Background: an optimization exercise with open tools, aiming at small area and a short achievable clock period. Do not read the settings as production practice.
Function was checked by simulation only, so behaviour that the tests miss may differ from the original.
Power figures rest on the tool's default switching activity, not on a simulated workload.

**flow/design.v**
```verilog
package dctPkg;
  localparam int SAMPLE_W = 8;
  localparam int STAGE_W  = 10;
  localparam int COL_W    = 12;
  localparam int OUT_W    = 14;
endpackage
module coefRom #(
  parameter int N = 0
) (
  input  logic [2:0]        k,
  output logic signed [9:0] coef
);
  always_comb begin
    case (N)
      0: begin
        case (k)
          3'd0: coef =  10'sd181;
          3'd1: coef =  10'sd251;
          3'd2: coef =  10'sd237;
          3'd3: coef =  10'sd213;
          3'd4: coef =  10'sd181;
          3'd5: coef =  10'sd142;
          3'd6: coef =  10'sd98;
          3'd7: coef =  10'sd50;
          default: coef = '0;
        endcase
      end
      1: begin
        case (k)
          3'd0: coef =  10'sd181;
          3'd1: coef =  10'sd213;
          3'd2: coef =  10'sd98;
          3'd3: coef = -10'sd50;
          3'd4: coef = -10'sd181;
          3'd5: coef = -10'sd251;
          3'd6: coef = -10'sd237;
          3'd7: coef = -10'sd142;
          default: coef = '0;
        endcase
      end
      2: begin
        case (k)
          3'd0: coef =  10'sd181;
          3'd1: coef =  10'sd142;
          3'd2: coef = -10'sd98;
          3'd3: coef = -10'sd251;
          3'd4: coef = -10'sd181;
          3'd5: coef =  10'sd50;
          3'd6: coef =  10'sd237;
          3'd7: coef =  10'sd213;
          default: coef = '0;
        endcase
      end
      3: begin
        case (k)
          3'd0: coef =  10'sd181;
          3'd1: coef =  10'sd50;
          3'd2: coef = -10'sd237;
          3'd3: coef = -10'sd142;
          3'd4: coef =  10'sd181;
          3'd5: coef =  10'sd213;
          3'd6: coef = -10'sd98;
          3'd7: coef = -10'sd251;
          default: coef = '0;
        endcase
      end
      default: coef = '0;
    endcase
  end
endmodule
module dctPass #(
  parameter int IN_W  = 8,
  parameter int OUT_W = 10,
  parameter bit GAPS  = 1,
  parameter bit OUT_REG = 1
) (
  input  logic                    clk,
  input  logic                    rst_n,
  input  logic signed [IN_W-1:0]  inData,
  input  logic                    inValid,
  output logic signed [OUT_W-1:0] outData,
  output logic                    outValid,
  output logic                    outSoon
);
  localparam int E_W   = IN_W + 1;    
  localparam int W     = OUT_W + 9;
  logic signed [IN_W-1:0]   lineBuf [7];
  logic signed [IN_W-1:0]   hold    [8];
  logic [2:0]               inCnt;
  logic                     groupDone;
  logic                     emit;
  logic [2:0]               kCnt;
  logic                     v1, v2, v3;
  logic [OUT_W-1:0]         hiS [4];
  logic [OUT_W-1:0]         hiC [4];
  logic [3:0]               cy;
  logic [OUT_W-1:0]         a1, b1, a2, b2, a3, b3, a4, b4, a5, b5, a6, b6;
  logic [OUT_W-1:0]         sumS, sumC;
  assign groupDone = inValid && (inCnt == 3'd7);
  always_ff @(posedge clk or negedge rst_n) begin
    if (!rst_n) begin
      inCnt <= '0;
    end else if (inValid) begin
      inCnt <= inCnt + 3'd1;
    end
  end
  always_ff @(posedge clk) begin
    if (inValid || !GAPS) begin
      lineBuf[0] <= inData;
      for (int i = 1; i < 7; i++) lineBuf[i] <= lineBuf[i-1];
    end
  end
  always_ff @(posedge clk) begin
    if (groupDone) begin
      for (int n = 0; n < 7; n++) hold[n] <= lineBuf[6-n];
      hold[7] <= inData;
    end
  end
  always_ff @(posedge clk or negedge rst_n) begin
    if (!rst_n) begin
      emit     <= 1'b0;
      kCnt     <= '0;
      v1       <= 1'b0;
      v2       <= 1'b0;
      v3       <= 1'b0;
      outValid <= 1'b0;
    end else begin
      if (groupDone) begin
        emit <= 1'b1;
        kCnt <= '0;
      end else if (emit) begin
        kCnt <= kCnt + 3'd1;
        if (kCnt == 3'd7) emit <= 1'b0;
      end
      v1       <= emit;
      v2       <= v1;
      v3       <= v2;
      outValid <= OUT_REG ? v3 : v2;
    end
  end
  for (genvar n = 0; n < 4; n++) begin : g_lane
    logic signed [9:0]     coef;
    logic signed [E_W-1:0] opReg;
    logic [4:0]            one, ng;
    logic [3:0]            two;
    logic [W-1:0]          kRow;
    logic [E_W:0]          m [4];
    logic [E_W:0]          u [4];
    logic [E_W-1:0]        m4, u4;
    logic [W-1:0]          r [5];
    logic [W-1:0]          s1, c1, s2, c2, s3, c3, sRow, cRow;
    logic [W-1:0]          csS, csC;
    logic [9:0]            low;
    coefRom #(.N(n)) rom (.k(kCnt), .coef(coef));
    always_ff @(posedge clk) begin
      opReg <= kCnt[0] ? E_W'(hold[n]) - E_W'(hold[7-n])
                       : E_W'(hold[n]) + E_W'(hold[7-n]);
      for (int i = 0; i < 5; i++) begin
        one[i] <= coef[2*i] ^ (i == 0 ? 1'b0 : coef[2*i-1]);
        ng[i]  <= coef[2*i+1] & ~(coef[2*i] & (i == 0 ? 1'b0 : coef[2*i-1]));
      end
      for (int i = 0; i < 4; i++) begin
        two[i] <= (coef[2*i+1] & ~coef[2*i] & (i == 0 ? 1'b1 : ~coef[2*i-1])) |
                  (~coef[2*i+1] & coef[2*i] & (i == 0 ? 1'b0 : coef[2*i-1]));
      end
      kRow <= W'(256) - W'(1 << E_W) - W'(1 << (E_W + 2)) - W'(1 << (E_W + 4))
              - W'(1 << (E_W + 6)) - W'(1 << (E_W + 7))
              + W'(coef[9] & ~coef[7]) * W'(256);
    end
    always_comb begin
      for (int i = 0; i < 4; i++) begin
        m[i] = ((one[i] ? (E_W+1)'(opReg) : '0) | (two[i] ? {opReg, 1'b0} : '0))
               ^ {(E_W+1){ng[i]}};
        u[i] = {~m[i][E_W], m[i][E_W-1:0]};
      end
      m4 = (one[4] ? opReg : '0) ^ {E_W{ng[4]}};
      u4 = {~m4[E_W-1], m4[E_W-2:0]};
      r[0] = W'(u[0]);
      r[1] = (W'(u[1]) << 2) | W'(ng[0]);
      r[2] = (W'(u[2]) << 4) | (W'(ng[1]) << 2);
      r[3] = (W'(u[3]) << 6) | (W'(ng[2]) << 4);
      r[4] = (W'(u4)   << 8) | (W'(ng[3]) << 6);
      s1   = r[0] ^ r[1] ^ r[2];
      c1   = ((r[0] & r[1]) | (r[0] & r[2]) | (r[1] & r[2])) << 1;
      s2   = r[3] ^ r[4] ^ kRow;
      c2   = ((r[3] & r[4]) | (r[3] & kRow) | (r[4] & kRow)) << 1;
      s3   = s1 ^ c1 ^ s2;
      c3   = ((s1 & c1) | (s1 & s2) | (c1 & s2)) << 1;
      sRow = s3 ^ c3 ^ c2;
      cRow = ((s3 & c3) | (s3 & c2) | (c3 & c2)) << 1;
    end
    always_ff @(posedge clk) begin
      csS <= sRow;
      csC <= cRow;
    end
    assign low    = {1'b0, csS[8:0]} + {1'b0, csC[8:0]};
    assign cy[n]  = low[9];
    assign hiS[n] = csS[W-1:9];
    assign hiC[n] = csC[W-1:9];
  end
  always_comb begin
    a1 = hiS[0] ^ hiC[0] ^ hiS[1];
    b1 = (((hiS[0] & hiC[0]) | (hiS[0] & hiS[1]) | (hiC[0] & hiS[1])) << 1) | OUT_W'(cy[0]);
    a2 = hiC[1] ^ hiS[2] ^ hiC[2];
    b2 = (((hiC[1] & hiS[2]) | (hiC[1] & hiC[2]) | (hiS[2] & hiC[2])) << 1) | OUT_W'(cy[1]);
    a3 = a1 ^ b1 ^ a2;
    b3 = (((a1 & b1) | (a1 & a2) | (b1 & a2)) << 1) | OUT_W'(cy[2]);
    a4 = b2 ^ hiS[3] ^ hiC[3];
    b4 = (((b2 & hiS[3]) | (b2 & hiC[3]) | (hiS[3] & hiC[3])) << 1) | OUT_W'(cy[3]);
    a5 = a3 ^ b3 ^ a4;
    b5 = ((a3 & b3) | (a3 & a4) | (b3 & a4)) << 1;
    a6 = a5 ^ b5 ^ b4;
    b6 = ((a5 & b5) | (a5 & b4) | (b5 & b4)) << 1;
  end
  always_ff @(posedge clk) begin
    sumS <= a6;
    sumC <= b6;
  end
  if (OUT_REG) begin : g_outReg
    always_ff @(posedge clk) begin
      outData <= sumS + sumC;
    end
    assign outSoon = v3;
  end else begin : g_outComb
    assign outData = sumS + sumC;
    assign outSoon = v2;
  end
endmodule
module transposeBuffer #(
  parameter int W = 10
) (
  input  logic                clk,
  input  logic                rst_n,
  input  logic                wrSoon,
  input  logic signed [W-1:0] wrData,
  output logic signed [W-1:0] rdData,
  output logic                rdValid
);
  logic signed [W-1:0] mem [64];
  logic [5:0]          wrPtr;
  logic                wrPar;
  logic [5:0]          wrAddr;
  logic                wrEn;
  logic                wrLast;
  logic [7:0]          wrHi, wrLo;
  logic [5:0]          rdPtr;
  logic                rdPar;
  logic                rdActive;
  logic [5:0]          rdAddr;
  logic                rdEn;
  logic [7:0]          rdHi, rdLo;
  logic [W-1:0]        rdOr;
  assign wrAddr = wrPar ? {wrPtr[2:0], wrPtr[5:3]} : wrPtr;
  always_comb begin
    logic [5:0] step;
    logic       par;
    if (wrLast) begin
      step = '0;
      par  = ~wrPar;
    end else begin
      step = rdPtr;
      par  = rdPar;
    end
    rdAddr = par ? step : {step[2:0], step[5:3]};
  end
  always_ff @(posedge clk or negedge rst_n) begin
    if (!rst_n) begin
      wrPtr    <= '0;
      wrPar    <= 1'b0;
      wrEn     <= 1'b0;
      wrLast   <= 1'b0;
      rdPtr    <= '0;
      rdPar    <= 1'b0;
      rdActive <= 1'b0;
      rdEn     <= 1'b0;
      rdValid  <= 1'b0;
    end else begin
      wrEn   <= wrSoon;
      wrLast <= wrSoon && (wrPtr == 6'd63);
      if (wrSoon) begin
        wrPtr <= wrPtr + 6'd1;
        if (wrPtr == 6'd63) wrPar <= ~wrPar;
      end
      if (wrLast) begin
        rdActive <= 1'b1;
        rdPtr    <= 6'd1;
        rdPar    <= ~wrPar;
      end else if (rdActive) begin
        rdPtr <= rdPtr + 6'd1;
        if (rdPtr == 6'd0) rdActive <= 1'b0;
      end
      rdEn    <= wrLast || (rdActive && rdPtr != 6'd0);
      rdValid <= rdEn;
    end
  end
  always_ff @(posedge clk) begin
    if (wrSoon) begin
      wrHi <= 8'b1 << wrAddr[5:3];
      wrLo <= 8'b1 << wrAddr[2:0];
    end
    rdHi <= 8'b1 << rdAddr[5:3];
    rdLo <= 8'b1 << rdAddr[2:0];
  end
  always_ff @(posedge clk) begin
    for (int a = 0; a < 8; a++) begin
      for (int b = 0; b < 8; b++) begin
        if (wrEn && wrHi[a] && wrLo[b]) mem[8*a+b] <= wrData;
      end
    end
  end
  always_comb begin
    rdOr = '0;
    for (int a = 0; a < 8; a++) begin
      for (int b = 0; b < 8; b++) begin
        rdOr = rdOr | ({W{rdHi[a] & rdLo[b]}} & mem[8*a+b]);
      end
    end
  end
  always_ff @(posedge clk) begin
    rdData <= rdOr;
  end
endmodule
module dct2d (
  input  logic              clk,
  input  logic              rst_n,
  input  logic              x_valid,
  input  logic signed [7:0] x_data,
  output logic              y_valid,
  output logic signed [13:0] y_data
);
  logic                                xValid;
  logic signed [dctPkg::SAMPLE_W-1:0]  xData;
  logic signed [dctPkg::STAGE_W-1:0]   rowData;
  logic                                rowSoon;
  logic signed [dctPkg::STAGE_W-1:0]   colIn;
  logic                                colInValid;
  logic signed [dctPkg::COL_W-1:0]     colData;
  assign xValid = x_valid;
  assign xData  = x_data;
  dctPass #(
    .IN_W  (dctPkg::SAMPLE_W),
    .OUT_W (dctPkg::STAGE_W),
    .GAPS  (1'b1),
    .OUT_REG (1'b0)
  ) rowPass (
    .clk      (clk),
    .rst_n    (rst_n),
    .inData   (xData),
    .inValid  (xValid),
    .outData  (rowData),
    .outValid (),
    .outSoon  (rowSoon)
  );
  transposeBuffer #(
    .W (dctPkg::STAGE_W)
  ) tBuf (
    .clk     (clk),
    .rst_n   (rst_n),
    .wrSoon  (rowSoon),
    .wrData  (rowData),
    .rdData  (colIn),
    .rdValid (colInValid)
  );
  dctPass #(
    .IN_W  (dctPkg::STAGE_W),
    .OUT_W (dctPkg::COL_W),
    .GAPS  (1'b0),
    .OUT_REG (1'b1)
  ) colPass (
    .clk      (clk),
    .rst_n    (rst_n),
    .inData   (colIn),
    .inValid  (colInValid),
    .outData  (colData),
    .outValid (y_valid),
    .outSoon  ()
  );
  assign y_data = dctPkg::OUT_W'(colData);
endmodule
```
**flow/run.sh**
```bash
#!/bin/bash
# synth_recipe.tcl (not shown) runs the flow's synth.tcl, then flattens the netlist and writes it again
# the make line also repeats each setting of config.mk as NAME=value (left out here)
make -C /OpenROAD-flow-scripts/flow DESIGN_CONFIG=/design/flow/config.mk WORK_HOME=/design/flow/orfs CLKGATE_MAP_FILE= SYNTH_SCRIPT=/design/flow/synth_recipe.tcl finish
```
**flow/config.mk**
```make
export PLATFORM = sky130hd
export DESIGN_NAME = dct2d
export DESIGN_NICKNAME = dct2d
export VERILOG_FILES = /design/flow/design.v
export SDC_FILE = /design/flow/constraint.sdc
export NUM_CORES = 4
export LEC_CHECK = 0
export ABC_CLOCK_PERIOD_IN_PS = 2500
export CAP_MARGIN = 20
export CORE_MARGIN = 2
export CORE_UTILIZATION = 45
export CTS_CLUSTER_DIAMETER = 100
export CTS_CLUSTER_SIZE = 24
export SETUP_SLACK_MARGIN = 4.5
export SLEW_MARGIN = 20
```
**flow/constraint.sdc**
```tcl
create_clock -name core_clock -period 7.0 [get_ports {clk}]
set_input_delay 1.4000 -clock core_clock [delete_from_list [all_inputs] [get_ports {clk}]]
set_output_delay 1.4000 -clock core_clock [all_outputs]
set_load 0.01 [all_outputs]
```
==> run_results.csv, run 1 <==
group,metric,value,unit
logic_synthesis,synth_area_leader_cell,"edfxtp_1",
sta,fin_skew,0.04886,ns
logic_synthesis,synth_cell_types,72,
worst_hold_path,hp-start,"colPass.sumS[0]",
critical_path,worst-setup-path-type,"reg -> reg",
floorplan,fp.dieH,394.4,um
routing,num_vias,42030,
final_layout,area.sequential,0.03889,mm2
run_status,status,"no timing/DRC/antenna violations",
sta,whs,0.3360,ns
power_and_ir_drop,power.switching,14.40,mW
floorplan,core,0.1515,mm2
sta,tightestPinTransition,1.257,ns
critical_path,r2r_end,"colPass.sumS[0]",
final_layout,nFillCells,13080,
logic_synthesis,seq_area_frac_synth,0.5589,
power_and_ir_drop,leakage,29.34,nW
routing,wl_per_cell,23.80,um
placement,place_area,0.07058,mm2
clock_tree,htreeDepth,3,
floorplan,start_util,0.4525,
clock_tree,cts_hold_buf,0,
power_and_ir_drop,power_switching_share,0.3937,
critical_path,endpoint,"colPass.sumS[0]",
routing,first_pass_iters,7,
routing,first_iter_violations,4553,
worst_hold_path,hold_path.class,"reg -> reg",
grt,grt_max_degree,69,
logic_synthesis,synth-edff-count,856,
power_and_ir_drop,power.density,477.3,mW/mm2
floorplan,fp-row-count,143,
clock_tree,clock_latency,0.71,ns
placement,gp_congestion,0.9102,
sta,rsz0062_at_grt,"true",
clock_tree,cts_root_buf,"clkbuf_16",
final_layout,syn_to_final_growth,11.73,%
logic_synthesis,synth-seq-cells,1477,
clock_tree,cts_max_path_buffers,3,
grt,antenna_found_initial,4,
final_layout,drive_gt1_frac,0.1600,
power_and_ir_drop,pwr-share-comb,0.443,
critical_path,crit_arrival,3.35,ns
grt,grt_pass1_vias,41030,
clock_tree,cts_buffers,74,
critical_path,startpoint_type,"flip-flop",
routing,drc,0,
flow_run,maxCapViolations,0,
routing,drtAntennaViolNets,0,
routing,avgViaCountPerCell,5.589,
critical_path,r2r_start,"colPass.g_lane[0].csC[5]",
sta,hold_viol,0,
logic_synthesis,yosysTopAreaCellShare,0.3748,
logic_synthesis,syn-cell-area,0.06858,mm2
final_layout,mostFrequentLayoutCells,"856 x edfxtp_1, 514 x inv_1, 413 x a22oi_1, 355 x dfxtp_1, 316 x ha_1",
sta,timing.final.crit_share,0.3898,
worst_hold_path,whs_path_depth,0,
floorplan,pin_count,26,
grt,gr-total-overflow,0,
final_layout,multi_input_area,0.02852,mm2
grt,grt_pass1_wl,263600,um
logic_synthesis,syn-mean-instance-area,12.59,um2
sta,setup_tns,0,ns
logic_synthesis,postSynthCellCount,5445,
sta,timing.final.ws_setup,4.272,ns
final_layout,fin_nets,6114,
clock_tree,tritoncts,"done",
sta,clock.fmax,0.3665,GHz
clock_tree,clk_pin_slew,0.09,ns
placement,hpwl,117800,um
power_and_ir_drop,ir_drop,0.0006512,V
placement,port_buffers,25,
logic_synthesis,yosys_warnings,40,
power_and_ir_drop,seq_power_share,0.420,
sta,report.final.slew_viol_count,0,
critical_path,required,7.62,ns
sta,slew_headroom,0.1618,
final_layout,final_common_cell,"edfxtp_1",
critical_path,setup.worst_path.end_class,"flip-flop",
sta,finalSetupViolCount,0,
critical_path,r2r_cells,9,
critical_path,r2r_slack,4.27,ns
routing,wl,178900,um
final_layout,fin_area,0.07662,mm2
clock_tree,clock_sinks,1477,
logic_synthesis,synthTopCellsByArea,"edfxtp_1 37%, dfxtp_1 17%, fa_1 9.7%",
critical_path,cp-startpoint,"colPass.g_lane[0].csC[5]",
grt,grtUsageTotal,0.2246,
placement,dp_slack,3.505,ns
logic_synthesis,async_flop_share,0.02573,
floorplan,die_w,394.4,um
logic_synthesis,ys.flop_type,"edfxtp_1",
power_and_ir_drop,report.power.total,36.57,mW
power_and_ir_drop,clockPowerShare,0.137,
power_and_ir_drop,internal_power,22.17,mW
sta,period_minus_slack,2.728,ns
floorplan,dieArea,0.1555,mm2
critical_path,critPathMaxFanout,1,
## layer usage
metal  wire [um]  vias to the layer above  GRT usage
li1            -                    18990          -
met1       73770                    20880     0.3065
met2       83440                     1775     0.3589
met3       14160                      375    0.03832
met4        7544                        4    0.08697
met5          21                        -          0
## stage by stage
stage                       util  cells
after floorplan                -   5446
after global placement    0.4657   7219
after detailed placement  0.4658   7219
after CTS                 0.4918   7434
after global routing      0.5056   7518
final                     0.5056   7519
## cell type report
class | instances | area share
sequential | 1477 | 0.5075
clock inverter | 15 | 0.003560
timing repair buffer | 238 | 0.02853
multi-input combinational | 3074 | 0.3722
tap | 2030 | 0.03315
clock buffer | 119 | 0.02691
inverter | 565 | 0.02809
antenna | 1 | 0.00003266
## power groups by stage
stage	Sequential (mW)	Combinational, mW	Clock [mW]
2_1_floorplan	14.4	10.4	0
4_1_cts	15.3	15.9	5.13
6_report	15.4	16.2	5.02
5_1_grt	15.6	18.4	5.44
3_3_place_gp	15.5	14.5	0
3_5_place_dp	15.5	14.9	0
## registers in the layout, summed over array words and instances (netlist names), 9 cells and up
register / count
colPass.g_lane.csC: 64
colPass.g_lane.csS: 64
colPass.g_lane.ng: 19
colPass.g_lane.one: 18
colPass.g_lane.opReg: 44
colPass.g_lane.two: 16
colPass.hold: 80
colPass.lineBuf: 70
colPass.outData: 12
colPass.sumC: 11
colPass.sumS: 12
rowPass.g_lane.csC: 56
rowPass.g_lane.csS: 56
rowPass.g_lane.ng: 19
rowPass.g_lane.one: 19
rowPass.g_lane.opReg: 36
rowPass.g_lane.two: 16
rowPass.hold: 64
rowPass.lineBuf: 56
rowPass.sumC: 9
rowPass.sumS: 10
tBuf.mem: 640
tBuf.rdData: 10
## worst max-delay path, stage by stage (launching register included)
cell and delay (ns):
dfxtp_2 0.34, ha_4 0.22, a41o_1 0.18, a21o_1 0.17
a21o_1 0.19, a21oi_4 0.26, fa_2 0.50, inv_2 0.08
fa_2 0.43, ha_4 0.27
## worst min-delay path by stage
stage                               endpoint  slack, ns
final                     colPass.outData[0]       0.34
after global placement    colPass.outData[0]       0.32
after global routing      colPass.outData[0]       0.34
after detailed placement  colPass.outData[0]       0.31
after floorplan           colPass.outData[0]       0.31
after CTS                 colPass.outData[0]       0.34
## Yosys cell counts, drive strengths merged, types with 4 or more instances
cell type / instances
edfxtp: 856
dfxtp: 583
inv: 556
a22oi: 474
ha: 341
fa: 332
xnor2: 319
clkbuf: 242
xor2: 224
nor2: 217
nand2: 214
a21oi: 156
nand3: 134
o21ai: 106
buf: 88
and3: 74
nor3: 67
o22ai: 50
a222oi: 41
dfrtp: 38
nor4: 29
nand4: 28
nor2b: 23
a21o: 21
a31oi: 19
and2: 19
mux2i: 18
or2: 15
o41ai: 14
a22o: 13
or3: 12
nand2b: 11
a211oi: 9
a41o: 9
clkinv: 9
o211ai: 9
a21boi: 8
a2111oi: 7
a221oi: 6
nor3b: 6
or4b: 5
mux2: 4
o311ai: 4
or4: 4
## cells by family after synthesis
| logic type | count (synthesis) | share of synthesized area |
|---|---|---|
| DFF | 1477 | 0.5589 |
| and+or+nand+nor | 865 | 0.06037 |
| other | 1 | 0.00005468 |
| muxes | 22 | 0.003284 |
| adders and majority gates | 673 | 0.1591 |
| xor gates and xnor gates | 543 | 0.06935 |
| buffers and inverters | 895 | 0.05027 |
| AOI/OAI and AO/OA | 969 | 0.09865 |
## what timing repair did
| action | CTS | global route |
|---|---|---|
| resized for setup | 403 | 390 |
| buffers inserted | 76 | 81 |
| gates cloned | 5 | 3 |
| endpoints found under the setup margin | 519 | 442 |
| pin swaps | 94 | 164 |
==> inputs of run 2 (changes only) <==
--- a/flow/config.mk
+++ b/flow/config.mk
@@ -7,3 +7,3 @@
 export LEC_CHECK = 0
-export ABC_CLOCK_PERIOD_IN_PS = 2500
+export ABC_CLOCK_PERIOD_IN_PS = 2800
 export CAP_MARGIN = 20
@@ -13,3 +13,3 @@
 export CTS_CLUSTER_SIZE = 24
-export SETUP_SLACK_MARGIN = 4.5
+export SETUP_SLACK_MARGIN = 4.2
 export SLEW_MARGIN = 20
==> run_results.csv, run 2 <==
group,metric,value,unit
sta,timing.final.crit_share,0.4229,
routing,wl_per_cell,23.58,um
power_and_ir_drop,seq_power_share,0.436,
sta,rsz0062_at_grt,"true",
power_and_ir_drop,power.density,478.3,mW/mm2
placement,place_inst,7218,
sta,hold_viol,0,
grt,top_usage_layer,"met2",
critical_path,endpoint,"tBuf.rdData[7]",
logic_synthesis,synth_cell_types,72,
clock_tree,tritoncts,"done",
floorplan,core,0.1515,mm2
clock_tree,htreeDepth,3,
sta,period_minus_slack,2.960,ns
logic_synthesis,synth_area_leader_cell,"edfxtp_1",
power_and_ir_drop,power_switching_share,0.3920,
critical_path,r2r_end,"tBuf.rdData[7]",
placement,hpwl,117900,um
critical_path,cp-startpoint,"tBuf.rdHi[1]",
final_layout,syn_to_final_growth,6.937,%
grt,grt_use_met1,0.3046,
grt,grt_max_degree,74,
floorplan,pin_count,26,
final_layout,mostFrequentLayoutCells,"856 x edfxtp_1, 552 x dfxtp_1, 550 x inv_1, 473 x a22oi_1, 335 x ha_1",
power_and_ir_drop,leakage,28.25,nW
sta,report.final.slew_viol_count,0,
critical_path,r2r_cells,6,
logic_synthesis,synth-edff-count,856,
logic_synthesis,ys.flop_type,"edfxtp_1",
floorplan,die_w,394.4,um
power_and_ir_drop,internal_power,21.33,mW
clock_tree,cts_max_path_buffers,3,
logic_synthesis,synth_common_cells,"856 x edfxtp_1, 583 x dfxtp_1, 555 x inv_1, 473 x a22oi_1, 341 x ha_1",
final_layout,post-route-util,0.4839,
critical_path,setup.worst_path.end_class,"flip-flop",
clock_tree,clock_sinks,1477,
power_and_ir_drop,clockPowerShare,0.142,
logic_synthesis,yosys_warnings,40,
placement,place_area,0.07056,mm2
sta,tightestPinTransition,1.248,ns
clock_tree,cts_buffers,74,
final_layout,fin_area,0.07333,mm2
sta,setup_tns,0,ns
routing,drc,0,
logic_synthesis,synthTopCellsByArea,"edfxtp_1 37%, dfxtp_1 17%, fa_1 9.7%",
sta,fin_skew,0.05614,ns
logic_synthesis,syn-mean-instance-area,12.59,um2
critical_path,startpoint_type,"flip-flop",
clock_tree,clock_latency,0.75,ns
final_layout,nFillCells,13440,
grt,use_met2,0.3505,
grt,antenna_found_initial,8,
grt,grt_pass1_wl,260900,um
run_status,status,"no timing/DRC/antenna violations",
grt,gr-usage-met3,0.04009,
floorplan,fp-row-count,143,
final_layout,fin_nets,5967,
final_layout,reg.largest.list,"tBuf.mem (640), colPass.hold (80), colPass.lineBuf (70)",
sta,clock.fmax,0.3378,GHz
routing,first_pass_iters,6,
power_and_ir_drop,pwr-share-comb,0.422,
sta,finalSetupViolCount,0,
floorplan,dieArea,0.1555,mm2
grt,grt_pass1_vias,40590,
critical_path,worst-setup-path-type,"reg -> reg",
clock_tree,cts_root_buf,"clkbuf_16",
worst_hold_path,hold_path.class,"reg -> reg",
floorplan,fp.dieH,394.4,um
flow_run,maxCapViolations,0,
critical_path,r2r_slack,4.04,ns
logic_synthesis,postSynthCellCount,5445,
power_and_ir_drop,power.switching,13.75,mW
final_layout,drive_gt1_frac,0.04999,
grt,grtUsageTotal,0.2212,
logic_synthesis,syn-cell-area,0.06858,mm2
grt,gr-total-overflow,0,
critical_path,crit_arrival,3.63,ns
clock_tree,clk_pin_slew,0.10,ns
routing,wl,173900,um
routing,drtAntennaViolNets,0,
sta,slew_headroom,0.1679,
critical_path,critPathMaxFanout,28,
logic_synthesis,seq_area_frac_synth,0.5589,
routing,num_vias,41450,
final_layout,final_common_cell,"edfxtp_1",
logic_synthesis,synth-seq-cells,1477,
routing,first_iter_violations,4484,
placement,port_buffers,25,
placement,gp_congestion,0.8867,
final_layout,regMostFlops,"tBuf.mem",
final_layout,layout.cells.non_filler,7373,
final_layout,largest_reg_flops,640,
logic_synthesis,async_flop_share,0.02573,
floorplan,start_util,0.4525,
logic_synthesis,yosysTopAreaCellShare,0.3748,
power_and_ir_drop,ir_drop,0.0008098,V
critical_path,required,7.67,ns
logic_synthesis,yosysMostFrequentCell,"edfxtp_1",
critical_path,r2r_start,"tBuf.rdHi[1]",
routing,avgViaCountPerCell,5.622,
-- run 2: cell counts after synthesis --
Identical to the previous run, type by type.
-- run 2: worst max-delay path, stage by stage (launching register included) --
cell      delay, ns
dfxtp_2        0.67
buf_4          0.54
clkinv_1       0.65
o22ai_1        0.51
nor2_1         0.19
nor4bb_1       0.16
nand4_1        0.14
-- run 2: routing by layer --
metal  up-vias  share of wire
li1      18670              -
met1     20700           0.42
met2      1725           0.46
met3       346          0.081
met4         6          0.043
met5         -        0.00022
-- run 2: stage by stage --
step	power [mW]	setup slack, ns	hold slack (ns)
floorplan	24.67	4.202	0.3096
global placement	29.83	3.487	0.3252
detailed placement	30.21	3.476	0.3331
CTS	35.37	4.202	0.3522
global route	38.03	4.143	0.3586
finish	35.07	4.040	0.3526
-- run 2: cells by family (layout without fill, tap and decap cells) --
group | Yosys count | in the layout | synth area share
compound gates | 969 | 969 | 0.09865
xor+xnor | 543 | 543 | 0.06935
fa+ha+maj | 673 | 673 | 0.1591
buf+inv | 895 | 790 | 0.05027
flops | 1477 | 1477 | 0.5589
mux | 22 | 22 | 0.003284
other cells | 1 | 4 | 0.00005468
simple gates | 865 | 865 | 0.06037
-- run 2: area by class of cell --
cell class	instances	area (um2)	area share
inverter	565	2128	0.02902
multi-input combinational	3074	27170	0.3705
tap	2030	2540	0.03464
clock inverter	14	251.5	0.003429
timing repair buffer	91	804.5	0.01097
antenna	2	5.005	0.00006825
clock buffer	120	2056	0.02803
sequential	1477	38380	0.5233
-- run 2: how the worst min path moves through the flow --
| stage | startpoint | endpoint | slack, ns | cells after the start |
|---|---|---|---|---|
| 2_1_floorplan | colPass.sumS[0] | colPass.outData[0] | 0.31 | 0 |
| 3_3_place_gp | colPass.sumS[0] | colPass.outData[0] | 0.33 | 0 |
| 3_5_place_dp | colPass.lineBuf[2][3] | colPass.lineBuf[3][3] | 0.33 | 0 |
| 4_1_cts | colPass.v1 | colPass.v2 | 0.35 | 0 |
| 5_1_grt | colPass.lineBuf[2][3] | colPass.lineBuf[3][3] | 0.36 | 0 |
| 6_report | colPass.lineBuf[2][3] | colPass.lineBuf[3][3] | 0.35 | 0 |
-- run 2: power by group through the flow --
stage / sequential (mW) / clock (mW) / combinational (mW)
after floorplan: 14.4 / 0 / 10.3
after global placement: 15.4 / 0 / 14.4
after detailed placement: 15.5 / 0 / 14.7
after CTS: 15.3 / 5.09 / 15.0
after global routing: 15.5 / 5.38 / 17.2
final: 15.3 / 4.98 / 14.8
-- run 2: timing repair --
| item | 4_1_cts | 5_1_grt |
|---|---|---|
| buffers inserted | 6 | 13 |
| hold endpoints to repair | 0 | 0 |
| gates cloned | 0 | 0 |
| endpoints found under the setup margin | 268 | 368 |
| pin swaps | 20 | 23 |
| hold buffers | 0 | 0 |
| gates resized for setup | 45 | 63 |
==> inputs of run 3 (changes only) <==
--- a/flow/design.v
+++ b/flow/design.v
@@ -242,3 +242,2 @@
   logic [5:0]          wrAddr;
-  logic                wrEn;
   logic                wrLast;
@@ -269,3 +268,2 @@
       wrPar    <= 1'b0;
-      wrEn     <= 1'b0;
       wrLast   <= 1'b0;
@@ -277,3 +275,2 @@
     end else begin
-      wrEn   <= wrSoon;
       wrLast <= wrSoon && (wrPtr == 6'd63);
@@ -296,6 +293,4 @@
   always_ff @(posedge clk) begin
-    if (wrSoon) begin
-      wrHi <= 8'b1 << wrAddr[5:3];
-      wrLo <= 8'b1 << wrAddr[2:0];
-    end
+    wrHi <= wrSoon ? 8'b1 << wrAddr[5:3] : 8'b0;
+    if (wrSoon) wrLo <= 8'b1 << wrAddr[2:0];
     rdHi <= 8'b1 << rdAddr[5:3];
@@ -306,3 +301,3 @@
       for (int b = 0; b < 8; b++) begin
-        if (wrEn && wrHi[a] && wrLo[b]) mem[8*a+b] <= wrData;
+        if (wrHi[a] && wrLo[b]) mem[8*a+b] <= wrData;
       end
@@ -310,2 +305,3 @@
   end
+  logic [W-1:0] bankOr [8];
   always_comb begin
@@ -313,5 +309,5 @@
     for (int a = 0; a < 8; a++) begin
-      for (int b = 0; b < 8; b++) begin
-        rdOr = rdOr | ({W{rdHi[a] & rdLo[b]}} & mem[8*a+b]);
-      end
+      bankOr[a] = '0;
+      for (int b = 0; b < 8; b++) bankOr[a] = bankOr[a] | ({W{rdLo[b]}} & mem[8*a+b]);
+      rdOr = rdOr | ({W{rdHi[a]}} & bankOr[a]);
     end
--- a/flow/config.mk
+++ b/flow/config.mk
@@ -7,9 +7,9 @@
 export LEC_CHECK = 0
-export ABC_CLOCK_PERIOD_IN_PS = 2800
+export ABC_CLOCK_PERIOD_IN_PS = 2700
 export CAP_MARGIN = 20
 export CORE_MARGIN = 2
-export CORE_UTILIZATION = 45
+export CORE_UTILIZATION = 60
 export CTS_CLUSTER_DIAMETER = 100
 export CTS_CLUSTER_SIZE = 24
-export SETUP_SLACK_MARGIN = 4.2
+export SETUP_SLACK_MARGIN = 4.3
 export SLEW_MARGIN = 20
==> run_results.csv, run 3 <==
group,metric,value,unit
run_status,status,"no timing/DRC/antenna violations",
critical_path,crit_arrival,3.34,ns
final_layout,reg.largest.list,"tBuf.mem (640), colPass.hold (80), colPass.lineBuf (70)",
routing,routed.top_layer,"met4",
floorplan,start_util,0.6034,
worst_hold_path,hold_path.class,"reg -> reg",
clock_tree,clk_pin_slew,0.10,ns
sta,period_minus_slack,2.719,ns
routing,wl_per_cell,22.82,um
sta,setup_tns,0,ns
final_layout,mostFrequentLayoutCells,"848 x edfxtp_1, 641 x a22oi_1, 529 x inv_1, 501 x dfxtp_1, 331 x ha_1",
clock_tree,clock_latency,0.69,ns
logic_synthesis,synthXorXnorAreaFrac,0.07003,
logic_synthesis,ys.flop_type,"edfxtp_1",
routing,first_pass_iters,6,
clock_tree,cts_buffers,73,
critical_path,setup.worst_path.end_class,"flip-flop",
floorplan,pin_count,26,
sta,timing.final.crit_share,0.3884,
power_and_ir_drop,power.switching,12.55,mW
power_and_ir_drop,seq_power_share,0.433,
grt,grt_max_degree,69,
power_and_ir_drop,pwr-share-comb,0.420,
routing,first_iter_violations,3650,
power_and_ir_drop,ir_drop,0.0007467,V
final_layout,syn_to_final_growth,6.126,%
routing,routed-wl-met3,8836,um
final_layout,drive_gt1_frac,0.06101,
grt,gr-total-overflow,0,
floorplan,core,0.1123,mm2
placement,gp_congestion,0.8696,
clock_tree,cts_hold_buf,0,
logic_synthesis,synth.area.mux_share,0.003618,
final_layout,regMostFlops,"tBuf.mem",
logic_synthesis,synth_common_cells,"848 x edfxtp_1, 641 x a22oi_1, 591 x dfxtp_1, 534 x inv_1, 340 x ha_1",
critical_path,required,7.62,ns
routing,drtAntennaViolNets,0,
routing,wl_met1,65570,um
logic_synthesis,yosysTopAreaCellShare,0.3756,
final_layout,final_common_cell,"edfxtp_1",
logic_synthesis,synthAdderAreaFrac,0.1608,
power_and_ir_drop,report.power.total,33.09,mW
final_layout,insertedDiodeCount,0,
logic_synthesis,synthSimpleGateAreaFrac,0.05550,
sta,tightestPinTransition,0.9945,ns
logic_synthesis,yosys_warnings,41,
logic_synthesis,synth_area_leader_cell,"edfxtp_1",
logic_synthesis,postSynthCellCount,5272,
grt,grt_pass1_vias,38560,
power_and_ir_drop,leakage,27.70,nW
sta,finalSetupViolCount,0,
power_and_ir_drop,power.density,460.0,mW/mm2
logic_synthesis,synth_top_family_by_area,"adder cells",
logic_synthesis,synth_cell_types,68,
final_layout,fin_nets,5791,
routing,drc,0,
power_and_ir_drop,power_switching_share,0.3792,
critical_path,critPathMaxFanout,1,
grt,grtUsageTotal,0.2647,
logic_synthesis,async_flop_share,0.02507,
logic_synthesis,yosysMostFrequentCell,"edfxtp_1",
placement,port_buffers,25,
floorplan,fp.dieH,340.1,um
floorplan,dieArea,0.1157,mm2
critical_path,startpoint_type,"flip-flop",
floorplan,fp-row-count,123,
sta,rsz0062_at_grt,"true",
routing,wl,152100,um
clock_tree,htreeDepth,3,
floorplan,die_w,340.1,um
logic_synthesis,synth_compound_area_frac,0.09891,
logic_synthesis,syn-cell-area,0.06779,mm2
sta,report.final.slew_viol_count,0,
logic_synthesis,synth-seq-cells,1476,
clock_tree,clock_sinks,1476,
flow_run,maxCapViolations,0,
logic_synthesis,syn-mean-instance-area,12.86,um2
grt,grt_pass1_wl,234000,um
critical_path,worst-setup-path-type,"reg -> reg",
routing,num_vias,38990,
sta,slew_headroom,0.3370,
routing,avgViaCountPerCell,5.852,
clock_tree,tritoncts,"done",
sta,fin_skew,0.02444,ns
clock_tree,cts_root_buf,"clkbuf_16",
clock_tree,cts_max_path_buffers,3,
routing,wl_met2,73090,um
logic_synthesis,synth-edff-count,848,
power_and_ir_drop,clockPowerShare,0.146,
final_layout,largest_reg_flops,640,
logic_synthesis,synthTopCellsByArea,"edfxtp_1 38%, dfxtp_1 17%, fa_1 9.8%",
logic_synthesis,seq_area_frac_synth,0.5638,
grt,antenna_found_initial,2,
placement,hpwl,102500,um
sta,clock.fmax,0.3678,GHz
sta,hold_viol,0,
power_and_ir_drop,internal_power,20.54,mW
==> run 3: changes by cell type after synthesis, sizes merged, moves of 21 or more <==
cell    change
and2       +66
nand2      -23
a222oi     -41
and3       -59
nand4      +70
clkbuf     +34
a22oi     +167
a21oi      -53
inv        -21
nand3     -111
buf        -52
o22ai      -47
==> run 3: critical path, cell delays in order, from the launching register on <==
cell and delay [ns]:
dfxtp_2 0.34, ha_4 0.22, a41o_1 0.21, a21o_1 0.19, a21o_1 0.21, a21oi_4 0.23, fa_1 0.46, inv_2 0.08
fa_2 0.44, ha_4 0.27
==> run 3: layout make-up <==
type	count	area [um2]
well taps	1500	1877
repair buffers	72	684.4
clock inverters	14	202.7
clock buffers	116	2019
fillers	8560	40400
flip-flops and latches	1476	38360
multi-input cells	2949	26780
inverters	536	2013
==> run 3: per-layer routing <==
layer | track usage | vias up
met2 | 0.4373 | 1163
li1 | - | 18050
met4 | 0.07397 | 0
met5 | 0 | -
met1 | 0.3740 | 19560
met3 | 0.03089 | 218
==> run 3: cells by family (layout without fill, tap and decap cells) <==
group                      count (synthesis)  after routing
DFF                                     1476           1476
AOI/OAI and AO/OA                        943            943
buffers and inverters                    848            738
and+or+nand+nor                          766            766
adders and majority gates                672            672
xor gates and xnor gates                 542            542
muxes                                     24             24
other                                      1              2
==> run 3: path summary, 6_finish.rpt <==
kind                                          start                 end  slack [ns]  cells after the start
max                        rowPass.g_lane[1].csC[5]     rowPass.sumS[0]        4.28                      9
min                                 colPass.sumS[0]  colPass.outData[0]        0.35                      0
max reg2reg                rowPass.g_lane[1].csC[5]     rowPass.sumS[0]        4.28                      9
min reg2reg                         colPass.sumS[0]  colPass.outData[0]        0.35                      0
max in group asynchronous                     rst_n     colPass.kCnt[0]        5.67                      2
min in group asynchronous                     rst_n       tBuf.rdPtr[4]        0.81                      2
==> run 3: timing repair <==
| item | in CTS | in global routing |
|---|---|---|
| pin swaps | 17 | 25 |
| resized for setup | 67 | 120 |
| setup endpoints to repair | 276 | 404 |
| gates cloned | 0 | 2 |
| buffers inserted | 0 | 18 |
==> run 3: per-stage QoR <==
step / utilization / area, um2 / setup WS, ns / std cells / hold slack (ns)
after CTS: 0.6358 / 71430 / 4.234 / 6643 / 0.3518
final: 0.6404 / 71940 / 4.281 / 6663 / 0.3477
after global placement: 0.6150 / 69090 / 3.568 / 6513 / 0.3319
after global routing: 0.6404 / 71940 / 4.179 / 6663 / 0.3576
after detailed placement: 0.6150 / 69090 / 3.547 / 6513 / 0.3283
after floorplan: - / 67880 / 4.302 / 5273 / 0.3096
==> run 3: power by group through the flow <==
stage               Sequential, mW  Clock, mW  Combinational (mW)
finish                        14.3       4.84                13.9
global route                  14.5       5.25                16.2
CTS                           14.3       4.95                14.0
detailed placement            14.5          0                13.7
global placement              14.5          0                13.4
floorplan                     13.5          0                10.1
==> inputs of run 4 (changes only) <==
--- a/flow/config.mk
+++ b/flow/config.mk
@@ -10,3 +10,3 @@
 export CORE_MARGIN = 2
-export CORE_UTILIZATION = 60
+export CORE_UTILIZATION = 45
 export CTS_CLUSTER_DIAMETER = 100
==> run_results.csv, run 4 <==
group,metric,value,unit
run_status,status,"no timing/DRC/antenna violations",
final_layout,fin_nets,5796,
routing,first_pass_iters,5,
grt,grtUsageTotal,0.1961,
placement,hpwl,100900,um
flow_run,maxCapViolations,0,
clock_tree,htreeDepth,3,
critical_path,critPathMaxFanout,1,
sta,clock.fmax,0.3716,GHz
final_layout,area.sequential,0.03836,mm2
final_layout,regMostFlops,"tBuf.mem",
critical_path,crit_chain,"ha_4 > a41o_1 > a21o_1 > a21o_1 > a21oi_4 > fa_2 > inv_2 > fa_2 > ha_4",
routing,num_vias,38690,
logic_synthesis,synth_common_cells,"848 x edfxtp_1, 641 x a22oi_1, 591 x dfxtp_1, 534 x inv_1, 340 x ha_1",
logic_synthesis,yosysMostFrequentCell,"edfxtp_1",
clock_tree,cts_max_path_buffers,3,
floorplan,pin_count,26,
routing,wl_per_cell,20.97,um
clock_tree,clock_latency,0.71,ns
logic_synthesis,syn-mean-instance-area,12.86,um2
sta,hold_viol,0,
critical_path,r2r_end,"rowPass.sumS[0]",
logic_synthesis,synth_cell_types,68,
logic_synthesis,synth-edff-count,848,
final_layout,drive_gt1_frac,0.06500,
critical_path,r2r_cells,9,
critical_path,cp.depth,9,
sta,fin_skew,0.02715,ns
floorplan,core,0.1498,mm2
grt,grt_max_degree,79,
logic_synthesis,postSynthCellCount,5272,
grt,antenna_found_initial,3,
sta,tightestPinTransition,1.057,ns
critical_path,cp.buffers_inverters,1,
logic_synthesis,ys.flop_type,"edfxtp_1",
grt,gr-total-overflow,0,
logic_synthesis,syn-cell-area,0.06779,mm2
final_layout,reg.largest.list,"tBuf.mem (640), colPass.hold (80), colPass.lineBuf (70)",
grt,grt_pass1_vias,38700,
clock_tree,tritoncts,"done",
worst_hold_path,hp-start,"colPass.lineBuf[3][2]",
critical_path,r2r_slack,4.31,ns
sta,whs,0.3421,ns
clock_tree,clock_sinks,1476,
floorplan,fp.dieH,392.1,um
routing,first_iter_violations,2874,
power_and_ir_drop,ir_drop,0.0008697,V
final_layout,final_common_cell,"edfxtp_1",
critical_path,required,7.64,ns
sta,timing.final.crit_share,0.3844,
critical_path,worst-setup-path-type,"reg -> reg",
critical_path,crit_arrival,3.33,ns
logic_synthesis,yosysTopAreaCellShare,0.3756,
grt,grt_pass1_wl,232200,um
sta,setup_tns,0,ns
logic_synthesis,synthTopCellsByArea,"edfxtp_1 38%, dfxtp_1 17%, fa_1 9.8%",
critical_path,cpMaxStageDelayCell,"fa_2",
clock_tree,cts_root_buf,"clkbuf_16",
placement,place_inst,7028,
clock_tree,cts_buffers,73,
logic_synthesis,seq_area_frac_synth,0.5638,
sta,finalSetupViolCount,0,
logic_synthesis,synth_area_leader_cell,"edfxtp_1",
worst_hold_path,holdPathEnd,"colPass.lineBuf[4][2]",
placement,gp_congestion,0.8227,
routing,drc,0,
clock_tree,clk_pin_slew,0.10,ns
floorplan,fp-row-count,142,
routing,avgViaCountPerCell,5.384,
critical_path,r2r_start,"rowPass.g_lane[0].csC[5]",
placement,port_buffers,25,
final_layout,multi_input_area,0.02680,mm2
sta,rsz0062_at_grt,"true",
routing,drtAntennaViolNets,0,
power_and_ir_drop,leakage,27.72,nW
floorplan,start_util,0.4526,
worst_hold_path,hold_path.class,"reg -> reg",
logic_synthesis,synth-seq-cells,1476,
power_and_ir_drop,power.density,456.1,mW/mm2
logic_synthesis,async_flop_share,0.02507,
final_layout,largest_reg_flops,640,
routing,wl,150700,um
final_layout,syn_to_final_growth,7.087,%
worst_hold_path,whs_path_depth,0,
floorplan,die_w,392.1,um
sta,slew_headroom,0.2957,
final_layout,nFillCells,13090,
critical_path,setup.worst_path.end_class,"flip-flop",
final_layout,layout.cells.non_filler,7187,
critical_path,cpPeakStageDelay,0.47,ns
floorplan,dieArea,0.1538,mm2
critical_path,critical_path.top_delay_family,"adder cells",
sta,period_minus_slack,2.691,ns
logic_synthesis,yosys_warnings,41,
critical_path,startpoint_type,"flip-flop",
sta,report.final.slew_viol_count,0,
final_layout,mostFrequentLayoutCells,"848 x edfxtp_1, 641 x a22oi_1, 529 x inv_1, 507 x dfxtp_1, 332 x ha_1",
## run 4: kinds of logic after synthesis
family / synth area share
buffers and inverters: 0.04727
AOI/OAI and AO/OA: 0.09891
xor gates and xnor gates: 0.07003
DFF: 0.5638
adders and majority gates: 0.1608
other: 0.00005532
muxes: 0.003617
and+or+nand+nor: 0.05550
## run 4: report_power, final
| group | total [mW] | switching, mW | internal (mW) | leakage (nW) |
|---|---|---|---|---|
| Sequential | 14.4 | 1.44 | 12.9 | 13.1 |
| Clock | 4.89 | 2.75 | 2.14 | 1.08 |
| Combinational | 13.9 | 8.35 | 5.50 | 13.5 |
| Total | 33.1 | 12.5 | 20.6 | 27.7 |
## run 4: metrics by stage
step / cell area, um2 / setup slack, ns / utilization / power [mW]
floorplan: 67880 / 4.302 / - / 23.62
global placement: 69730 / 3.513 / 0.4656 / 27.98
detailed placement: 69730 / 3.498 / 0.4656 / 28.44
CTS: 72060 / 4.249 / 0.4811 / 33.45
global route: 72590 / 4.227 / 0.4847 / 36.14
finish: 72590 / 4.309 / 0.4847 / 33.11
## run 4: worst max-delay path by stage
stage | from | endpoint
floorplan | colPass.kCnt[0] | colPass.g_lane[0].opReg[9]
global placement | x_valid | rowPass.hold[0][3]
detailed placement | x_valid | rowPass.hold[0][7]
CTS | colPass.g_lane[0].csC[5] | colPass.sumS[0]
global route | rowPass.g_lane[0].csC[5] | rowPass.sumS[0]
finish | rowPass.g_lane[0].csC[5] | rowPass.sumS[0]
## run 4: final cells by class
cell class	instances	share of cell area
inverters	536	0.02777
diodes	2	0.00006894
repair buffers	77	0.008876
clock inverters	14	0.002516
flip-flops and latches	1476	0.5284
multi-input cells	2949	0.3691
well taps	2016	0.03475
clock buffers	117	0.02846
## run 4: layer usage
layer | track usage | part of all wire | vias up
met5 | 0 | 0 | -
met4 | 0.04727 | 0.021 | 0
met3 | 0.02737 | 0.053 | 159
met2 | 0.3228 | 0.48 | 950
met1 | 0.2746 | 0.45 | 19530
li1 | - | - | 18060
## run 4: what timing repair did
action,in CTS,in global routing
hold buffers,0,0
gates resized for setup,113,109
pin swaps,23,30
buffers inserted,0,25
endpoints found under the setup margin,353,248
cloned,0,1
## run 4: worst register-to-register path, delay by kind of cell, from the launching register on
kind	cells	cell delay (ns)
adder cells (fa/ha/maj)	4	1.41
AO/OA/AOI/OAI	4	0.81
flip-flops	1	0.34
buffers and inverters	1	0.06
==> inputs of run 5 (changes only) <==
--- a/flow/config.mk
+++ b/flow/config.mk
@@ -7,3 +7,3 @@
 export LEC_CHECK = 0
-export ABC_CLOCK_PERIOD_IN_PS = 2700
+export ABC_CLOCK_PERIOD_IN_PS = 2500
 export CAP_MARGIN = 20
@@ -13,3 +13,3 @@
 export CTS_CLUSTER_SIZE = 24
-export SETUP_SLACK_MARGIN = 4.3
+export SETUP_SLACK_MARGIN = 4.5
 export SLEW_MARGIN = 20
==> run_results.csv, run 5 <==
group,metric,value,unit
logic_synthesis,synth_area_leader_cell,"edfxtp_1",
final_layout,fin_area,0.07437,mm2
routing,avgViaCountPerCell,5.408,
sta,tightestPinTransition,0.8586,ns
floorplan,dieArea,0.1538,mm2
grt,grt_pass1_wl,233000,um
sta,clock.fmax,0.3591,GHz
placement,hpwl,100100,um
sta,period_minus_slack,2.784,ns
sta,report.final.slew_viol_count,0,
grt,grt_max_degree,84,
clock_tree,tritoncts,"done",
routing,first_pass_iters,7,
placement,place_area,0.06978,mm2
routing,drc,0,
final_layout,insertedDiodeCount,0,
sta,fin_skew,0.03194,ns
floorplan,pin_count,26,
critical_path,critPathMaxFanout,1,
logic_synthesis,synth_cell_types,68,
placement,port_buffers,25,
placement,gp_congestion,0.8231,
logic_synthesis,syn-cell-area,0.06779,mm2
floorplan,core,0.1498,mm2
final_layout,reg.largest.list,"tBuf.mem (640), colPass.hold (80), colPass.lineBuf (70)",
clock_tree,clock_sinks,1476,
power_and_ir_drop,leakage,28.31,nW
final_layout,largest_reg_flops,640,
clock_tree,htreeDepth,3,
floorplan,die_w,392.1,um
worst_hold_path,hold_path.class,"reg -> reg",
logic_synthesis,postSynthCellCount,5272,
routing,drtAntennaViolNets,0,
logic_synthesis,async_flop_share,0.02507,
critical_path,required,7.60,ns
logic_synthesis,synth-seq-cells,1476,
logic_synthesis,yosys_warnings,41,
sta,rsz0062_at_grt,"true",
floorplan,fp.dieH,392.1,um
grt,grt_pass1_vias,38620,
final_layout,final_common_cell,"edfxtp_1",
final_layout,regMostFlops,"tBuf.mem",
routing,wl,153500,um
logic_synthesis,yosysTopAreaCellShare,0.3756,
logic_synthesis,seq_area_frac_synth,0.5638,
critical_path,crit_arrival,3.39,ns
final_layout,post-route-util,0.4966,
final_layout,mostFrequentLayoutCells,"848 x edfxtp_1, 607 x a22oi_1, 514 x inv_1, 374 x dfxtp_1, 326 x ha_1",
routing,wl_per_cell,21.12,um
final_layout,drive_gt1_frac,0.1277,
critical_path,startpoint_type,"flip-flop",
logic_synthesis,synthTopCellsByArea,"edfxtp_1 38%, dfxtp_1 17%, fa_1 9.8%",
logic_synthesis,yosysMostFrequentCell,"edfxtp_1",
placement,dp_slack,3.509,ns
sta,finalSetupViolCount,0,
clock_tree,cts_hold_buf,0,
sta,timing.final.ws_setup,4.216,ns
clock_tree,clock_latency,0.70,ns
clock_tree,cts_max_path_buffers,3,
routing,num_vias,39290,
final_layout,fin_nets,5875,
logic_synthesis,synth-edff-count,848,
sta,timing.final.crit_share,0.3978,
floorplan,fp-row-count,142,
power_and_ir_drop,power.density,455.3,mW/mm2
flow_run,maxCapViolations,0,
grt,antenna_found_initial,7,
logic_synthesis,syn-mean-instance-area,12.86,um2
logic_synthesis,synth_common_cells,"848 x edfxtp_1, 641 x a22oi_1, 591 x dfxtp_1, 534 x inv_1, 340 x ha_1",
power_and_ir_drop,ir_drop,0.0007541,V
sta,slew_headroom,0.4276,
sta,hold_viol,0,
grt,gr-total-overflow,0,
logic_synthesis,ys.flop_type,"edfxtp_1",
floorplan,start_util,0.4526,
critical_path,setup.worst_path.end_class,"flip-flop",
run_status,status,"no timing/DRC/antenna violations",
critical_path,worst-setup-path-type,"reg -> reg",
grt,grtUsageTotal,0.1976,
clock_tree,cts_root_buf,"clkbuf_16",
clock_tree,cts_buffers,73,
clock_tree,clk_pin_slew,0.10,ns
sta,setup_tns,0,ns
routing,first_iter_violations,3079,
final_layout,syn_to_final_growth,9.710,%
==> run 5: final cells by class <==
cell class	instances	area, um2
clock inverters	13	171.4
multi-input cells	2949	27380
inverters	536	2013
well taps	2016	2522
clock buffers	118	2038
fillers	12960	75400
repair buffers	156	1503
flip-flops and latches	1476	38740
==> run 5: cell families (layout without fill, tap and decap cells) <==
kind of cell / after synthesis / in the layout / synth area share
compound gates: 943 / 943 / 0.09891
xor+xnor: 542 / 542 / 0.07003
fa+ha+maj: 672 / 672 / 0.1608
buf+inv: 848 / 823 / 0.04727
flops: 1476 / 1476 / 0.5638
mux: 24 / 24 / 0.003617
other cells: 1 / 2 / 0.00005532
simple gates: 766 / 766 / 0.05550
==> run 5: report_power, final <==
| part | total (mW) | switching, mW | internal [mW] | leakage [nW] |
|---|---|---|---|---|
| sequential | 14.4 | 1.41 | 13.0 | 13.2 |
| combinational | 14.6 | 8.75 | 5.88 | 14.1 |
| clock | 4.85 | 2.76 | 2.10 | 1.05 |
| total | 33.9 | 12.9 | 20.9 | 28.3 |
==> run 5: metrics by stage <==
| step | total power, mW | std cells | hold WS, ns |
|---|---|---|---|
| 2_1_floorplan | 23.69 | 5273 | 0.3096 |
| 3_3_place_gp | 27.98 | 7029 | 0.3299 |
| 3_5_place_dp | 28.36 | 7029 | 0.3328 |
| 4_1_cts | 33.84 | 7197 | 0.3360 |
| 5_1_grt | 36.95 | 7264 | 0.3493 |
| 6_report | 33.86 | 7264 | 0.3460 |
==> run 5: worst paths after layout <==
check	slack (ns)	startpoint	to	cells past startpoint
worst max-delay path	4.22	colPass.g_lane[0].csS[5]	colPass.sumS[0]	9
worst min-delay path	0.35	colPass.lineBuf[3][0]	colPass.lineBuf[4][0]	0
worst max register to register	4.22	colPass.g_lane[0].csS[5]	colPass.sumS[0]	9
worst min register to register	0.35	colPass.lineBuf[3][0]	colPass.lineBuf[4][0]	0
max in group asynchronous	5.66	rst_n	rowPass.kCnt[0]	2
min in group asynchronous	0.78	rst_n	tBuf.rdPtr[0]	2
==> run 5: timing repair <==
item / in CTS / in global routing
cloned: 5 / 1
setup endpoints to repair: 552 / 316
resized for setup: 298 / 314
setup buffers: 32 / 65
pin swaps: 37 / 107
==> run 5: worst max-delay path: stages, from the launching register on <==
cell and delay, ns:
dfxtp_1 0.31, ha_1 0.28, a41o_1 0.20, a21o_1 0.16
a21o_1 0.18, a21oi_4 0.30, fa_1 0.47, inv_2 0.08
fa_2 0.42, ha_2 0.28
==> run 5: metal layers <==
layer,vias up,GRT usage,wire [um]
li1,18230,-,-
met1,19800,0.2763,67570
met2,1102,0.3268,73660
met3,159,0.02315,8793
met4,0,0.05273,3429
met5,-,0,0
==> inputs of run 6 (changes only) <==
--- a/flow/design.v
+++ b/flow/design.v
@@ -125,3 +125,2 @@
       v3       <= 1'b0;
-      outValid <= 1'b0;
     end else begin
@@ -137,5 +136,7 @@
       v3       <= v2;
-      outValid <= OUT_REG ? v3 : v2;
     end
   end
+  always_ff @(posedge clk) begin
+    outValid <= OUT_REG ? v3 : v2;
+  end
   for (genvar n = 0; n < 4; n++) begin : g_lane
@@ -202,13 +203,13 @@
     a1 = hiS[0] ^ hiC[0] ^ hiS[1];
-    b1 = (((hiS[0] & hiC[0]) | (hiS[0] & hiS[1]) | (hiC[0] & hiS[1])) << 1) | OUT_W'(cy[0]);
+    b1 = ((hiS[0] & hiC[0]) | (hiS[0] & hiS[1]) | (hiC[0] & hiS[1])) << 1;
     a2 = hiC[1] ^ hiS[2] ^ hiC[2];
-    b2 = (((hiC[1] & hiS[2]) | (hiC[1] & hiC[2]) | (hiS[2] & hiC[2])) << 1) | OUT_W'(cy[1]);
+    b2 = ((hiC[1] & hiS[2]) | (hiC[1] & hiC[2]) | (hiS[2] & hiC[2])) << 1;
     a3 = a1 ^ b1 ^ a2;
-    b3 = (((a1 & b1) | (a1 & a2) | (b1 & a2)) << 1) | OUT_W'(cy[2]);
+    b3 = (((a1 & b1) | (a1 & a2) | (b1 & a2)) << 1) | OUT_W'(cy[0]);
     a4 = b2 ^ hiS[3] ^ hiC[3];
-    b4 = (((b2 & hiS[3]) | (b2 & hiC[3]) | (hiS[3] & hiC[3])) << 1) | OUT_W'(cy[3]);
+    b4 = (((b2 & hiS[3]) | (b2 & hiC[3]) | (hiS[3] & hiC[3])) << 1) | OUT_W'(cy[1]);
     a5 = a3 ^ b3 ^ a4;
-    b5 = ((a3 & b3) | (a3 & a4) | (b3 & a4)) << 1;
+    b5 = (((a3 & b3) | (a3 & a4) | (b3 & a4)) << 1) | OUT_W'(cy[2]);
     a6 = a5 ^ b5 ^ b4;
-    b6 = ((a5 & b5) | (a5 & b4) | (b5 & b4)) << 1;
+    b6 = (((a5 & b5) | (a5 & b4) | (b5 & b4)) << 1) | OUT_W'(cy[3]);
   end
--- a/flow/config.mk
+++ b/flow/config.mk
@@ -7,3 +7,3 @@
 export LEC_CHECK = 0
-export ABC_CLOCK_PERIOD_IN_PS = 2500
+export ABC_CLOCK_PERIOD_IN_PS = 2700
 export CAP_MARGIN = 20
@@ -13,3 +13,3 @@
 export CTS_CLUSTER_SIZE = 24
-export SETUP_SLACK_MARGIN = 4.5
+export SETUP_SLACK_MARGIN = 4.3
 export SLEW_MARGIN = 20
==> run_results.csv, run 6 <==
group,metric,value,unit
power_and_ir_drop,seq_power_share,0.434,
logic_synthesis,synth_cell_types,69,
logic_synthesis,async_flop_share,0.02434,
clock_tree,clock_sinks,1479,
critical_path,critPathMaxFanout,5,
critical_path,startpoint_type,"flip-flop",
sta,fin_skew,0.03837,ns
final_layout,post-route-util,0.4845,
grt,grt_pass1_vias,38860,
logic_synthesis,synth_area_leader_cell,"edfxtp_1",
logic_synthesis,synthTopCellsByArea,"edfxtp_1 37%, dfxtp_1 18%, fa_1 9.7%",
routing,drtAntennaViolNets,0,
sta,setup_tns,0,ns
sta,rsz0062_at_grt,"true",
floorplan,dieArea,0.1543,mm2
logic_synthesis,seq_area_frac_synth,0.5627,
logic_synthesis,ys.flop_type,"edfxtp_1",
logic_synthesis,yosysTopAreaCellShare,0.3743,
logic_synthesis,synth_common_cells,"848 x edfxtp_1, 641 x a22oi_1, 595 x dfxtp_1, 531 x inv_1, 344 x ha_1",
routing,drc,0,
sta,report.final.slew_viol_count,0,
power_and_ir_drop,power.switching,12.61,mW
placement,port_buffers,25,
floorplan,fp-row-count,142,
routing,first_iter_violations,2993,
logic_synthesis,syn-cell-area,0.06803,mm2
power_and_ir_drop,power_switching_share,0.3793,
power_and_ir_drop,pwr-share-comb,0.421,
placement,place_area,0.06995,mm2
final_layout,fin_area,0.07265,mm2
sta,slew_headroom,0.3330,
sta,clock.fmax,0.3780,GHz
clock_tree,htreeDepth,3,
final_layout,nFillCells,13080,
logic_synthesis,syn-mean-instance-area,12.85,um2
routing,num_vias,38880,
logic_synthesis,yosys_warnings,41,
final_layout,reg.largest.list,"tBuf.mem (640), colPass.hold (80), colPass.lineBuf (70)",
logic_synthesis,postSynthCellCount,5294,
grt,gr-total-overflow,0,
worst_hold_path,whs_path_depth,0,
sta,finalSetupViolCount,0,
grt,grtUsageTotal,0.1952,
final_layout,final_common_cell,"edfxtp_1",
routing,wl_per_cell,20.87,um
clock_tree,clk_pin_slew,0.09,ns
critical_path,crit_arrival,3.24,ns
clock_tree,tritoncts,"done",
clock_tree,cts_buffers,73,
power_and_ir_drop,ir_drop,0.001417,V
final_layout,fin_nets,5815,
final_layout,syn_to_final_growth,6.791,%
final_layout,drive_gt1_frac,0.05754,
clock_tree,cts_root_buf,"clkbuf_16",
logic_synthesis,yosysMostFrequentCell,"edfxtp_1",
critical_path,r2r_cells,8,
clock_tree,clock_latency,0.70,ns
floorplan,fp.dieH,392.8,um
sta,whs,0.3483,ns
sta,period_minus_slack,2.646,ns
power_and_ir_drop,leakage,27.70,nW
final_layout,regMostFlops,"tBuf.mem",
sta,timing.final.crit_share,0.3780,
final_layout,mostFrequentLayoutCells,"848 x edfxtp_1, 641 x a22oi_1, 530 x inv_1, 524 x dfxtp_1, 341 x ha_1",
final_layout,largest_reg_flops,640,
clock_tree,cts_max_path_buffers,3,
placement,hpwl,101300,um
critical_path,setup.worst_path.end_class,"flip-flop",
power_and_ir_drop,internal_power,20.63,mW
power_and_ir_drop,clockPowerShare,0.145,
flow_run,maxCapViolations,0,
grt,grt_pass1_wl,231700,um
power_and_ir_drop,report.power.total,33.24,mW
critical_path,required,7.59,ns
sta,tightestPinTransition,1.000,ns
logic_synthesis,synth-seq-cells,1479,
floorplan,core,0.1500,mm2
floorplan,die_w,392.8,um
grt,antenna_found_initial,2,
routing,wl,150200,um
clock_tree,cts_hold_buf,0,
routing,avgViaCountPerCell,5.400,
logic_synthesis,synth-edff-count,848,
power_and_ir_drop,power.density,457.5,mW/mm2
sta,hold_viol,0,
grt,grt_max_degree,78,
placement,gp_congestion,0.8294,
routing,first_pass_iters,6,
run_status,status,"no timing/DRC/antenna violations",
critical_path,worst-setup-path-type,"reg -> reg",
floorplan,start_util,0.4536,
floorplan,pin_count,26,
worst_hold_path,hold_path.class,"reg -> reg",
-- run 6: cell count changes after synthesis, moves of 4 or more --
| cell | previous run | this run |
|---|---|---|
| o21ai_0 | 94 | 88 |
| a21boi_0 | 7 | 11 |
| ha_1 | 340 | 344 |
| clkbuf_1 | 276 | 287 |
| nand2_1 | 191 | 185 |
| dfxtp_1 | 591 | 595 |
| xnor2_1 | 319 | 326 |
| nor3_1 | 63 | 52 |
| o21ai_2 | 0 | 4 |
| nor4_1 | 17 | 13 |
| o31ai_1 | 2 | 7 |
| nor2_1 | 201 | 207 |
-- run 6: kinds of logic (layout without fill, tap and decap cells) --
group                      after synthesis  after routing  share of synthesized area
AOI/OAI and AO/OA                      961            961                     0.1007
DFF                                   1479           1479                     0.5627
muxes                                   28             28                   0.004230
other                                    1              6                 0.00005513
buffers and inverters                  851            735                    0.04723
xor gates and xnor gates               546            546                    0.07030
and+or+nand+nor                        754            754                    0.05446
adders and majority gates              674            674                     0.1604
-- run 6: layout make-up --
class | count | area (um2) | share of cell area
flip-flops and latches | 1479 | 38390 | 0.5285
multi-input cells | 2965 | 26830 | 0.3694
well taps | 2016 | 2522 | 0.03472
clock buffers | 112 | 2036 | 0.02802
inverters | 532 | 1997 | 0.02749
repair buffers | 79 | 713.2 | 0.009817
clock inverters | 12 | 138.9 | 0.001912
diodes | 4 | 10.01 | 0.0001378
-- run 6: final timing paths --
| path | slack (ns) | end | from |
|---|---|---|---|
| worst max-delay path | 4.35 | colPass.g_lane[3].opReg[9] | colPass.hold[4][2] |
| worst max register to register | 4.35 | colPass.g_lane[3].opReg[9] | colPass.hold[4][2] |
| min in group asynchronous | 0.79 | tBuf.rdPtr[3] | rst_n |
| worst min-delay path | 0.35 | colPass.outValid | colPass.v3 |
| max in group asynchronous | 5.70 | colPass.kCnt[0] | rst_n |
| worst min register to register | 0.35 | colPass.outValid | colPass.v3 |
-- run 6: through the flow --
| step | setup slack, ns | cells |
|---|---|---|
| after detailed placement | 3.796 | 7044 |
| final | 4.354 | 7199 |
| after floorplan | 4.070 | 5295 |
| after global routing | 4.187 | 7195 |
| after global placement | 3.889 | 7044 |
| after CTS | 4.290 | 7170 |
-- run 6: routing by layer --
layer	global-route usage	wire, um
met5	0	0
met4	0.05253	3323
met3	0.02465	7972
met2	0.3195	71390
met1	0.2742	67530
-- run 6: repair_timing --
action | 4_1_cts | 5_1_grt
gates cloned | 0 | 0
buffers inserted | 2 | 25
setup endpoints to repair | 360 | 319
pin swaps | 0 | 12
gates resized for setup | 81 | 88
-- run 6: power by group through the flow --
stage                     Sequential [mW]  Combinational (mW)  Clock [mW]
final                                14.4                14.0        4.82
after global routing                 14.6                16.4        5.24
after CTS                            14.4                14.3        4.96
after detailed placement             14.6                14.2           0
after global placement               14.6                13.8           0
after floorplan                      13.6                10.2           0
-- run 6: worst max-delay path, stage by stage (launching register included) --
cell      delay (ns)
edfxtp_1        0.44
or3_4           0.44
nor3b_4         0.22
nor2_1          0.07
xnor2_1         0.13
ha_1            0.27
o41ai_4         0.42
or4b_1          0.46
o211ai_1        0.10

port drivers added, routing unchanged:
The flow's constraints put no driver on any port. The routed layouts listed below were extracted and timed again, unchanged, in two steps. Step 1: set_driving_cell puts a clkbuf_16 on clk and a buf_2 on each other input, an assumption about the parent block. Step 2 times the ports against the registers' clock, not the clock port: input delays grow and output delays shrink by t, the midpoint of the rising clock arrivals with the driver on. Slacks: ideal ports / drivers / drivers and shift; pairs: ideal ports / drivers.
run	t (ns)	slack for setup (ns)	pins driven straight from the clock port
run 1	0.788	4.272 / 4.253 / 3.896	1
run 2	0.781	4.040 / 4.040 / 3.694	1
run 3	0.750	4.281 / 4.275 / 3.740	1
run 4	0.770	4.309 / 4.285 / 3.698	1
run 5	0.767	4.216 / 4.216 / 3.889	1
run 6	0.762	4.354 / 4.293 / 4.286	1
After both steps setup and hold are still met in every run listed. For run 4, which loses most, drivers alone change the setup slack by -0.024 ns; drivers and shift together by -0.611 ns.
